Source: an optimization exercise on an open RTL-to-GDS flow (aim: small area). Production flows keep margins and buffers that such runs may drop.
Only simulation tests tie the RTL to the original design; equivalence was not proved.
No activity file was given, so power comes from the tool's default toggle rates.

## flow/flow/run.sh

```bash
#!/bin/bash
# Standard ORFS layout, with the port buffers made of the smallest buffer cell
# and a clock tree of small buffers without dummy loads.
set -euo pipefail
export BUFFER_PORTS_ARGS="-buffer_cell sky130_fd_sc_hd__buf_1"
export CTS_ARGS="-sink_clustering_enable -repair_clock_nets -buf_list sky130_fd_sc_hd__clkbuf_8 -sink_clustering_size 22 -sink_clustering_max_diameter 65 -dont_use_dummy_load"
export PLACE_PINS_ARGS="-min_distance 1 -min_distance_in_tracks"
bash standard.sh "PLACE_PINS_ARGS=$PLACE_PINS_ARGS" "BUFFER_PORTS_ARGS=$BUFFER_PORTS_ARGS" "CTS_ARGS=$CTS_ARGS" finish > flow_make.log 2>&1
```

## flow/standard.sh

```bash
#!/bin/bash
# synth_recipe.tcl (not shown) runs the flow's synth.tcl, then flattens the netlist and writes it again
# the make line also repeats each setting of config.mk as NAME=value (left out here)
make -C /OpenROAD-flow-scripts/flow DESIGN_CONFIG=/design/flow/config.mk WORK_HOME=/design/flow/orfs CLKGATE_MAP_FILE= SYNTH_SCRIPT=/design/flow/synth_recipe.tcl "${@:-finish}"
```

## flow/config.mk

```make
export PLATFORM = sky130hd
export DESIGN_NAME = yWriteBack
export DESIGN_NICKNAME = yWriteBack
export VERILOG_FILES = /design/flow/design.v
export SDC_FILE = /design/flow/constraint.sdc
export NUM_CORES = 4
export LEC_CHECK = 0
export CAP_MARGIN = 10
export CELL_PAD_IN_SITES_DETAIL_PLACEMENT = 1
export CELL_PAD_IN_SITES_GLOBAL_PLACEMENT = 1
export CORE_AREA = 12 12 228 228
export DIE_AREA = 0 0 240 240
export SLEW_MARGIN = 10
export SYNTH_HIERARCHICAL = 1
export SYNTH_MINIMUM_KEEP_SIZE = 0
```

## flow/constraint.sdc

```tcl
create_clock -name core_clock -period 5.0 [get_ports {clock}]
set_input_delay 1.0000 -clock core_clock [delete_from_list [all_inputs] [get_ports {clock}]]
set_output_delay 1.0000 -clock core_clock [all_outputs]
set_load 0.01 [all_outputs]
```

## flow/design.v

```verilog
`timescale 1ns/1ps
package yRowPkg;
   typedef logic [256-1:0] rowData;        
   typedef logic [48-1:0] yEntry;       
   typedef logic [11-1:0] rowAddr;
   typedef logic [4-1:0] slotOneHot;        
   typedef logic [$clog2(4)-1:0] slotIndex;
endpackage
`timescale 1ns/1ps
package yCtrlPkg;
   typedef enum logic [2:0]
   {
      IDLE,
      WAIT1,    
      WAIT2,    
      WRITE_D,  
      WRITE_N,  
      GAP       
   } seqState;
endpackage
`timescale 1ns/1ps
module updateDecode
(
   input logic clock,
   input logic dpDone,
   input logic idle,
   input logic advance,
   input yRowPkg::rowAddr diagAddr,
   input yRowPkg::rowAddr nonDiagAddr,
   input yRowPkg::slotOneHot diagSlot,
   input yRowPkg::slotOneHot nonDiagSlot,
   input yRowPkg::yEntry computedDiag,
   input yRowPkg::yEntry changeData,
   output yRowPkg::rowAddr updDiagRow,
   output yRowPkg::rowAddr updNonDiagRow,
   output yRowPkg::slotIndex updDiagIdx,
   output yRowPkg::slotIndex updNonDiagIdx,
   output logic updSlotsLegal,
   output logic updSameRow,
   output yRowPkg::yEntry updDiagValue,
   output yRowPkg::yEntry updChangeValue
);
   yRowPkg::rowAddr diagRowQ;
   yRowPkg::rowAddr nonDiagRowQ;
   yRowPkg::slotIndex diagIdxQ;
   yRowPkg::slotIndex nonDiagIdxQ;
   logic codesQ;
   logic codesOk;
   yRowPkg::yEntry diagValueQ;
   yRowPkg::yEntry changeValueQ;
   function automatic yRowPkg::slotIndex encodeSlot(input yRowPkg::slotOneHot code);
      yRowPkg::slotIndex idx;
      idx = '0;
      for (int k = 0; k < 4; k++)
         if (code[k])
            idx = k[$clog2(4)-1:0];
      encodeSlot = idx;
   endfunction
   function automatic logic isOneHot(input yRowPkg::slotOneHot code);
      isOneHot = (code[0] || code[1] || code[2] || code[3])
         && !(code[0] && code[1]) && !(code[2] && code[3])
         && !((code[0] || code[1]) && (code[2] || code[3]));
   endfunction
   always_ff @(posedge clock)
   begin
      if (idle && dpDone)
      begin
         diagRowQ <= diagAddr;
         nonDiagRowQ <= nonDiagAddr;
         diagIdxQ <= encodeSlot(diagSlot);
         nonDiagIdxQ <= encodeSlot(nonDiagSlot);
         codesQ <= isOneHot(diagSlot) && isOneHot(nonDiagSlot);
         diagValueQ <= computedDiag;
         changeValueQ <= changeData;
      end
   end
   assign updSameRow = (updDiagRow == updNonDiagRow);
   assign updSlotsLegal = codesOk && !(updSameRow && (updDiagIdx == updNonDiagIdx));
   always_ff @(posedge clock)
   begin
      if (advance)
      begin
         updDiagRow <= diagRowQ;
         updNonDiagRow <= nonDiagRowQ;
         updDiagIdx <= diagIdxQ;
         updNonDiagIdx <= nonDiagIdxQ;
         codesOk <= codesQ;
         updDiagValue <= diagValueQ;
         updChangeValue <= changeValueQ;
      end
   end
endmodule
`timescale 1ns/1ps
module writeBackSequencer
(
   input logic clock,
   input logic reset,
   input logic dpDone,
   input logic cpDone,
   input yRowPkg::rowAddr updDiagRow,
   input yRowPkg::rowAddr updNonDiagRow,
   input logic updSameRow,
   output logic idle,
   output logic advance,
   output logic nonDiagPhase,
   output yRowPkg::rowAddr readAddr1,
   output yRowPkg::rowAddr readAddr2,
   output yRowPkg::rowAddr writeAddr,
   output logic writeEnable,
   output logic writeDone
);
   yCtrlPkg::seqState state;
   yCtrlPkg::seqState nextState;
   logic secondSet;
   logic accept;
   logic setEnd;    
   assign nonDiagPhase = (state == yCtrlPkg::WRITE_N);
   assign writeEnable = (state == yCtrlPkg::WRITE_D) || nonDiagPhase;
   assign setEnd = nonDiagPhase || (state == yCtrlPkg::WRITE_D && updSameRow);
   assign writeDone = setEnd && secondSet;
   assign idle = (state == yCtrlPkg::IDLE) || writeDone;    
   assign accept = idle && dpDone && cpDone;
   assign advance = accept || (setEnd && !secondSet);
   always_comb
   begin
      case (state)
         yCtrlPkg::IDLE:
            nextState = accept ? yCtrlPkg::WAIT1 : yCtrlPkg::IDLE;
         yCtrlPkg::WAIT1:
            nextState = yCtrlPkg::WAIT2;
         yCtrlPkg::WAIT2:
            nextState = yCtrlPkg::WRITE_D;
         yCtrlPkg::WRITE_D:
            if (!updSameRow)
               nextState = yCtrlPkg::WRITE_N;
            else
               nextState = !secondSet ? yCtrlPkg::GAP
                  : accept ? yCtrlPkg::WAIT1 : yCtrlPkg::IDLE;
         yCtrlPkg::WRITE_N:
            nextState = !secondSet ? yCtrlPkg::GAP
               : accept ? yCtrlPkg::WAIT1 : yCtrlPkg::IDLE;
         default:
            nextState = yCtrlPkg::WRITE_D;
      endcase
   end
   always_ff @(posedge clock)
   begin
      if (!reset)
      begin
         state <= yCtrlPkg::IDLE;
         secondSet <= 1'b0;
      end
      else
      begin
         state <= nextState;
         if (setEnd)
            secondSet <= !secondSet;
      end
   end
   assign readAddr1 = (state == yCtrlPkg::WRITE_D && !updSameRow) ? updNonDiagRow : updDiagRow;
   assign readAddr2 = readAddr1;
   assign writeAddr = nonDiagPhase ? updNonDiagRow : updDiagRow;
endmodule
`timescale 1ns/1ps
module rowMerge
(
   input logic [4-1:0] takeDiag,
   input logic [4-1:0] takeChange,
   input logic [4-1:0] keepOld,
   input logic updSlotsLegal,
   input yRowPkg::yEntry updDiagValue,
   input yRowPkg::yEntry updChangeValue,
   input yRowPkg::rowData readData1,
   output yRowPkg::rowData writeData
);
   always_comb
   begin
      for (int s = 0; s < 4; s++)
      begin
         for (int b = 0; b < 48; b++)
            writeData[s * 64 + b] = (readData1[s * 64 + b] && keepOld[s])
               || (updDiagValue[b] && takeDiag[s]) || (updChangeValue[b] && takeChange[s]);
         for (int b = 48; b < 64; b++)
            writeData[s * 64 + b] = readData1[s * 64 + b] && updSlotsLegal;
      end
   end
endmodule
`timescale 1ns/1ps
module yWriteBack
(
   input logic clock,
   input logic reset,
   input logic dpDone,
   input logic cpDone,
   input yRowPkg::rowAddr diagAddr,
   input yRowPkg::rowAddr nonDiagAddr,
   input yRowPkg::slotOneHot diagSlot,
   input yRowPkg::slotOneHot nonDiagSlot,
   input yRowPkg::yEntry computedDiag,
   input yRowPkg::yEntry changeData,
   input yRowPkg::rowData readData1,
   input yRowPkg::rowData readData2,
   output yRowPkg::rowAddr readAddr1,
   output yRowPkg::rowAddr readAddr2,
   output yRowPkg::rowAddr writeAddr,
   output yRowPkg::rowData writeData,
   output logic writeEnable,
   output logic writeDone
);
   logic idle;
   logic advance;
   logic nonDiagPhase;
   yRowPkg::rowAddr updDiagRow;
   yRowPkg::rowAddr updNonDiagRow;
   yRowPkg::slotIndex updDiagIdx;
   yRowPkg::slotIndex updNonDiagIdx;
   logic updSlotsLegal;
   logic updSameRow;
   yRowPkg::yEntry updDiagValue;
   yRowPkg::yEntry updChangeValue;
   updateDecode decode0
   (
      .clock(clock),
      .dpDone(dpDone),
      .idle(idle),
      .advance(advance),
      .diagAddr(diagAddr),
      .nonDiagAddr(nonDiagAddr),
      .diagSlot(diagSlot),
      .nonDiagSlot(nonDiagSlot),
      .computedDiag(computedDiag),
      .changeData(changeData),
      .updDiagRow(updDiagRow),
      .updNonDiagRow(updNonDiagRow),
      .updDiagIdx(updDiagIdx),
      .updNonDiagIdx(updNonDiagIdx),
      .updSlotsLegal(updSlotsLegal),
      .updSameRow(updSameRow),
      .updDiagValue(updDiagValue),
      .updChangeValue(updChangeValue)
   );
   writeBackSequencer sequencer0
   (
      .clock(clock),
      .reset(reset),
      .dpDone(dpDone),
      .cpDone(cpDone),
      .updDiagRow(updDiagRow),
      .updNonDiagRow(updNonDiagRow),
      .updSameRow(updSameRow),
      .idle(idle),
      .advance(advance),
      .nonDiagPhase(nonDiagPhase),
      .readAddr1(readAddr1),
      .readAddr2(readAddr2),
      .writeAddr(writeAddr),
      .writeEnable(writeEnable),
      .writeDone(writeDone)
   );
   logic [4-1:0] takeDiag;
   logic [4-1:0] takeChange;
   logic [4-1:0] keepOld;
   always_comb
   begin
      for (int s = 0; s < 4; s++)
      begin
         takeDiag[s] = updSlotsLegal && !nonDiagPhase && (updDiagIdx == s);
         takeChange[s] = updSlotsLegal && (nonDiagPhase || updSameRow)
            && (updNonDiagIdx == s);
         keepOld[s] = updSlotsLegal && !takeDiag[s] && !takeChange[s];
      end
   end
   rowMerge merge0
   (
      .takeDiag(takeDiag),
      .takeChange(takeChange),
      .keepOld(keepOld),
      .updSlotsLegal(updSlotsLegal),
      .updDiagValue(updDiagValue),
      .updChangeValue(updChangeValue),
      .readData1(readData1),
      .writeData(writeData)
   );
endmodule
```

==> summary.txt <==
Logic synthesis
  – Synth area leader: edfxtp_1
  – Flops & latches, synth: 250
  – Netlist Area Pre-Place: 11,800 um2
  – Syn_nets: 1,541
  – Top area cells in the synthesized netlist: edfxtp_1 63%, a222oi_1 16%, inv_1 6.3%
  – Unique cell type count in the Yosys netlist: 42
  – Syn_area_per_cell: 13.1 um2
  – Top cell type's share of synthesized area: 0.625
  – Cells after synthesis: 899
  – Synth Warn #: 10
  – Sequential area share after synthesis: 0.632

STA
  – Worst-Margin Slew: 1.03 ns
  – Final number of setup-violating endpoints: 0
  – RSZ-0062 raised after global routing: no
  – Final worst path period share: 0.955
  – Max Fclk: 209 MHz
  – Setup TNS: 0 ns
  – Worst slew margin: 0.310
  – Hold_ws: 0.398 ns
  – Fin. max-slew vios: 0
  – Final Skew: 0.0739 ns
  – Final Critical Period: 4.78 ns
  – Final Hold Fails: 0

GRT
  – Largest net degree at the start of global routing: 49
  – Tot GR Track Use: 0.193
  – Initial antenna violation count: 21
  – First-pass GRT wire length: 83,700 um
  – Vias in the first global route: 11,800
  – GRT overflow: 0

CTS
  – Worst skew pair latency: 0.58 ns
  – CTS max path bufs: 3
  – Worst-path clk slew: 0.09 ns
  – Clock sink count: 250
  – Htree depth: 1
  – Root Buffer: clkbuf_8
  – CTS tree: yes
  – Cts bufs inserted: 22

Floorplan
  – Die height: 240 um
  – Die X-Extent: 240 um
  – Core region area: 45,700 um2
  – Die ar.: 57,600 um2
  – Initial Util: 0.259
  – Io pins: 933
  – Row Count: 78

Setup path
  – Worst setup EP type: output pin
  – Worst setup SP type: flop
  – Worst Path Max Fanout: 29
  – CP arrival: 3.78 ns
  – R2R setup slack: 1.72 ns
  – CP Class: flop to output pin
  – Worst EP required: 4.00 ns

Power
  – Static leakage: 5.97 nW
  – Peak VDD IR: 191 uV
  – Power Density: 319 nW/um2

Placement
  – HPWL Detailed: 46,700 um
  – Placer Congestion: 0.957
  – Input/output buffers: 676

Layout
  – Commonest non-fill, non-tap cells in the layout: 676 x buf_1, 246 x edfxtp_1, 198 x inv_1
  – Filler cells: 5,356
  – Synthesis-to-finish area growth: 30.1%
  – Most common cell after layout, fill and taps aside: buf_1
  – Fin nets: 2,193
  – Reg area: 7470 um2
  – Area occupied by multi-input gates: 3240 um2
  – Layout cells sized above 1: 0.0568

Flow run
  – Max cap viols: 0

Drt
  – Routed wire length: 60,700 um
  – Detailed Route Iter0 Violations: 1,841
  – Vias: 11,500
  – Via/cell ratio: 5.29
  – Drt pass-1 iters: 11
  – Routed Antenna Nets: 0
  – DR DRC count: 0
  – Routed length per instance: 28.1 um

Run status
  – Status: complete, no violations

Worst hold path
  – Worst min path class: flop to flop
[report_power, final]
part	total [W]	internal (W)	leakage (nW)	switching, W
clock	0.00103	0.000394	0.158	0.000634
combinational	0.00115	0.000385	3.46	0.000764
sequential	0.00273	0.00259	2.35	0.000143
total	0.00491	0.00336	5.97	0.00154
[cell families after synthesis]
| group | Yosys count | synth area share |
|---|---|---|
| buffers and inverters | 280 | 0.107 |
| flip-flops | 250 | 0.632 |
| AO/OA/AOI/OAI | 215 | 0.176 |
| AND/OR/NAND/NOR | 127 | 0.0627 |
| XOR/XNOR | 15 | 0.0111 |
| multiplexers | 12 | 0.0114 |
[per-stage QoR]
stage | cell area [um2] | util | power [W] | cells | setup WS (ns)
5_1_grt | 15400 | 0.336 | 0.00516 | 2161 | 0.00958
3_3_place_gp | 15000 | 0.328 | 0.00387 | 2125 | 0.529
2_1_floorplan | 11800 | - | 0.00334 | 899 | 0.157
6_report | 15400 | 0.337 | 0.00491 | 2164 | 0.223
3_5_place_dp | 15000 | 0.328 | 0.00390 | 2125 | 0.490
4_1_cts | 15300 | 0.335 | 0.00497 | 2149 | 0.0111
[registers in the layout, summed over array words and instances (netlist names)]
| name | cells |
|---|---|
| sequencer0.state | 3 |
| decode0.updNonDiagIdx | 2 |
| decode0.codesOk | 1 |
| decode0.diagValueQ | 48 |
| decode0.diagIdxQ | 2 |
| decode0.updNonDiagRow | 11 |
| decode0.updChangeValue | 48 |
| decode0.updDiagIdx | 2 |
| decode0.updDiagRow | 11 |
| decode0.diagRowQ | 11 |
| sequencer0.secondSet | 1 |
| decode0.nonDiagIdxQ | 2 |
| decode0.codesQ | 1 |
| decode0.nonDiagRowQ | 11 |
| decode0.changeValueQ | 48 |
| decode0.updDiagValue | 48 |
[modules after synthesis, one instance, submodules excluded]
module	cell area [um2]	times used
updateDecode	7650	1
rowMerge	3420	1
writeBackSequencer	626	1
yWriteBack	123	1
[synth_stat cells (all sizes together)]
library cell and instances:
edfxtp 246, inv 199, a222oi 192, and2 66, buf 51, nand2 35
clkbuf 30, xnor2 13, mux2 12, nor3 7, o21ai 6, a311oi 4
dfxtp 4, o21a 3, a21o 2, a21oi 2, and4b 2, and4bb 2
nand2b 2, nand3b 2, nand4 2, nor2 2, o22ai 2, or2 2
xor2 2, a2bb2oi 1, a31oi 1, and3b 1, nand3 1, nor3b 1
nor4b 1, o311a 1, o31ai 1, or3b 1
[final cells by class]
cell class,instances,share of cell area
flip-flops and latches,250,0.486
multi-input cells,370,0.211
repair buffers,708,0.183
inverters,199,0.0489
well taps,600,0.0488
clock buffers,22,0.0197
diodes,15,0.00244
[path summary, 6_finish.rpt]
check                         start                         end  depth (start not counted)
max          decode0.updDiagRow[10]               writeData[66]                         11
min          decode0.diagValueQ[13]    decode0.updDiagValue[13]                          0
max reg2reg  decode0.updDiagRow[10]  decode0.updChangeValue[19]                          6
min reg2reg  decode0.diagValueQ[13]    decode0.updDiagValue[13]                          0
[timing repair]
action,4_1_cts,5_1_grt
setup endpoints to repair,29,77
pin swaps,1,0
hold buffers,0,0
setup buffers,1,0
gates cloned,1,0
resized for setup,0,2
[routing by layer]
metal | GRT usage | wire length [um]
met1 | 0.253 | 24300
met2 | 0.272 | 24900
met3 | 0.0873 | 9510
met4 | 0.0750 | 1890
met5 | 0 | 85
[critical path, stage by stage (launching register included)]
cell	delay, ns
edfxtp_1	0.44
xnor2_1	0.24
nand4_1	0.18
nor3_4	0.39
a31oi_4	0.15
buf_4	0.25
and4bb_2	0.29
a311oi_4	0.29
buf_4	0.47
a222oi_1	0.15
inv_1	0.09
buf_1	0.25

-- separate check: timing with driven ports --
No port has a modelled driver above. Below, the same layout with a new extraction and two added sets of constraints.
Step 1 assumes that a clkbuf_16 drives the clock port and a buf_2 every other input.
Step 2 moves the port delays by t, midway between the first and last clock arrival at a register: inputs arrive t later, outputs are due t later. That takes back most of the time a late clock gives input paths.
Three values: ideal ports, drivers, drivers and shift; two values: the first two.
t (ns): 0.584
setup WS [ns]: 0.223 / 0.176 / 0.760
worst setup path at the end: register to output
After both steps this run still meets setup and hold. For this run, drivers alone change the setup slack by -0.047 ns; drivers and shift together by +0.537 ns.
